What follows belongs to an exercise in optimizing a design on an open flow for small area, a short achievable clock period and few clock cycles; a production flow would make more cautious choices.
Where RTL was checked, it was by simulation tests only, not by an equivalence proof against the original.
Power and IR drop assume default switching activity.

## icache_ctrl
module icache_ctrl #(
  parameter int unsigned LINES       = 16,
  parameter int unsigned MEM_LATENCY = 1
) (
  input  logic         clk,
  input  logic         reset,
  input  logic         pc_valid,
  input  logic [31:0]  pc,
  input  logic         flush,
  output logic [31:0]  inst,
  output logic         inst_valid,
  output logic         stall,
  output logic [31:0]  mem_address,
  input  logic [127:0] mem_dataline,
  output logic [31:0]  hit_count,
  output logic [31:0]  miss_count
);
Size: roughly 490 flip-flops, roughly 290 I/O pins, ~22,000 sq um of cells after synthesis.
Settings: LEC_CHECK=0, CAP_MARGIN=20, CORE_MARGIN=2, CORE_UTILIZATION=40, SLEW_MARGIN=20; clock period 6.0 ns.
run.sh (not shown) runs the stock make flow with config.mk's settings and CLKGATE_MAP_FILE= SYNTH_SCRIPT=/design/flow/synth_recipe.tcl, a recipe that flattens the netlist after the stock synthesis.
Then changed:
--- a/flow/config.mk
+++ b/flow/config.mk
@@ -10,0 +11 @@
+export SETUP_SLACK_MARGIN = 2.0
Wire length climbs by 15%.
Power drops by 1.5%.
Cell count climbs by 4.5%.
Worst setup slack gets better by 1.2 ns.
Die area stays the same.
Clock-buffer cell count climbs by 11.
Flip-flop and latch count stays the same.
Synthesized area stays the same.
Then changed:
--- a/flow/config.mk
+++ b/flow/config.mk
@@ -11 +11 @@
-export SETUP_SLACK_MARGIN = 2.0
+export SETUP_SLACK_MARGIN = 3.0
@@ -12,0 +13 @@
+export TNS_END_PERCENT = 5
Outcome: Total power falls by 0.96%; synthesized cell count is unchanged; worst hold slack gets better by 0.010 ns; cell area went down by 6.3%; fmax fell by 5.2%; setup slack degrades by 0.25 ns; combinational power fell by 9.8%; die area does not change.
Then changed:
--- a/flow/config.mk
+++ b/flow/config.mk
@@ -11 +11 @@
-export SETUP_SLACK_MARGIN = 3.0
+export SETUP_SLACK_MARGIN = 2.5
@@ -13 +12,0 @@
-export TNS_END_PERCENT = 5
Effect: Utilization is higher by 4.3 points; die area is unchanged; critical path depth is lower by 3; design area is higher by a little under a tenth; via count is higher by roughly a tenth; sequential share of layout area is lower by 3.7 points; sequential power hardly moves; setup slack is better by 0.15 ns; fmax is higher by a few percent; cell count is higher by a few percent.
Function was not checked in any run of this note: the RTL went through the layout flow alone.

* * *

Another version of the RTL of icache_ctrl (not shown whole).
For scale: ~500 flip-flops, about 290 I/O pins, about 21000 µm² of cells after synthesis.
export LEC_CHECK = 0
export CAP_MARGIN = 20
export CORE_MARGIN = 2
export CORE_UTILIZATION = 40
export SETUP_SLACK_MARGIN = 2.3
export SLEW_MARGIN = 20
export SYNTH_HIERARCHICAL = 1
create_clock -name core_clock -period 6.0 [get_ports {clk}]
standard.sh (not shown) runs the stock make flow with config.mk's settings and CLKGATE_MAP_FILE= SYNTH_SCRIPT=/design/flow/synth_recipe.tcl, a recipe that flattens the netlist after the stock synthesis.
==> flow/flow/run.sh <==
#!/bin/bash
# Own layout flow: the standard synthesis unchanged, then the standard ORFS
# layout with sizing not tied to cell footprints, minimum-size port buffers,
# and a clock tree of smaller buffers without dummy loads.
set -euo pipefail
cd "$(dirname "$0")/.."
bash standard.sh synth > synth.log 2>&1
bash standard.sh \
  MATCH_CELL_FOOTPRINT=0 \
  REMOVE_ABC_BUFFERS=1 \
  "BUFFER_PORTS_ARGS=-buffer_cell sky130_fd_sc_hd__buf_1" \
  "CTS_ARGS=-sink_clustering_enable -repair_clock_nets -dont_use_dummy_load -buf_list sky130_fd_sc_hd__clkbuf_16 -sink_clustering_size 26 -sink_clustering_max_diameter 90" \
  finish > layout.log 2>&1
The baseline ran to the end with no violations.
Testbench counts at the start, summed over its fixed seeds: cycles 37,210.
==> next run, changes <==
--- a/flow/flow/run.sh
+++ b/flow/flow/run.sh
@@ -2,4 +2,7 @@
 # Own layout flow: the standard synthesis unchanged, then the standard ORFS
-# layout with sizing not tied to cell footprints, minimum-size port buffers,
-# and a clock tree of smaller buffers without dummy loads.
+# layout with sizing not tied to cell footprints, minimum-size port buffers
+# (the repair upsizes them where timing needs it), and a clock tree with
+# larger sink clusters (fewer leaf buffers) and no dummy loads.
+# Each tool's output goes to synth.log and layout.log here; ORFS also keeps
+# its per-step logs under orfs/logs.
 set -euo pipefail
@@ -9,3 +12,2 @@
   MATCH_CELL_FOOTPRINT=0 \
-  REMOVE_ABC_BUFFERS=1 \
   "BUFFER_PORTS_ARGS=-buffer_cell sky130_fd_sc_hd__buf_1" \
Settings changed: SETUP_SLACK_MARGIN 2.3 to 2.2.
Result: Worst hold slack degrades by 0.0095 ns; maximum frequency goes down by 1.2%; utilization goes down by 1.2 points; routed wire length hardly moves; register-to-register slack degrades by 0.09 ns; sequential share of layout area goes up by 1.5 points; power goes down by 0.73%; first-iteration DRC count goes up by 17%.
==> next run, changes <==
==> flow/flow/run.sh (replaced) <==
#!/bin/bash
# Own layout flow: the standard synthesis unchanged, then the standard ORFS
# layout with sizing not tied to cell footprints, minimum-size port buffers,
# and a clock tree of smaller buffers without dummy loads.
set -euo pipefail
cd "$(dirname "$0")/.."
bash standard.sh synth > synth.log 2>&1
bash standard.sh \
  MATCH_CELL_FOOTPRINT=0 \
  "BUFFER_PORTS_ARGS=-buffer_cell sky130_fd_sc_hd__buf_1" \
  "CTS_ARGS=-sink_clustering_enable -repair_clock_nets -dont_use_dummy_load -buf_list sky130_fd_sc_hd__clkbuf_16 -sink_clustering_size 26 -sink_clustering_max_diameter 90" \
  finish > layout.log 2>&1
Settings changed: SETUP_SLACK_MARGIN 2.2 to 2.4.
=>
- setup slack gains 0.16 ns
- sequential power barely changes
- routed wire length grows by about 1.4%
- sequential share of layout area fell by 1.9 points
- critical path depth is lower by 1

## static timing again, ports no longer ideal
The flow's constraints put no driver on any port. The routed layouts listed below were extracted and timed again, unchanged, in two steps.
Step 1, drivers: a clkbuf_16 drives clk and a buf_2 each remaining input, both assumed.
Step 2 moves the port delays by t, midway between the first and last clock arrival at a register: inputs arrive t later, outputs are due t later. That takes back most of the time a late clock gives input paths.
a / b / c = ideal / step 1 / step 2; a / b = the first two.
| run | t (ns) | slack for setup (ns) | worst hold slack (ns) | worst setup path after step 2 | latest minus earliest clock arrival (ns) |
|---|---|---|---|---|---|
| the first run of note 1 | 0.651 | 0.232 / 0.177 / 0.209 | 0.482 / 0.482 / 0.482 | input to output | 0.033 / 0.033 |
| the second run of note 1 | 0.653 | 1.465 / 1.403 / 0.921 | 0.489 / 0.489 / 0.489 | input to register | 0.038 / 0.038 |
| the third run of note 1 | 0.649 | 1.217 / 1.184 / 0.594 | 0.499 / 0.499 / 0.499 | input to register | 0.030 / 0.030 |
| the fourth run of note 1 | 0.649 | 1.364 / 1.334 / 1.274 | 0.487 / 0.487 / 0.487 | input to register | 0.024 / 0.024 |
| the first run of note 2 | 0.617 | 2.272 / 2.250 / 2.250 | 0.463 / 0.463 / 0.463 | input to output | 0.093 / 0.093 |
| the second run of note 2 | 0.611 | 2.226 / 2.206 / 2.206 | 0.454 / 0.454 / 0.454 | input to output | 0.066 / 0.066 |
| the third run of note 2 | 0.611 | 2.386 / 2.326 / 2.326 | 0.446 / 0.446 / 0.446 | input to output | 0.059 / 0.059 |
After both steps every run listed still meets setup and hold. The setup slack of the third run of note 1, which loses most, moves by -0.033 ns with the drivers and by -0.623 ns with both steps.
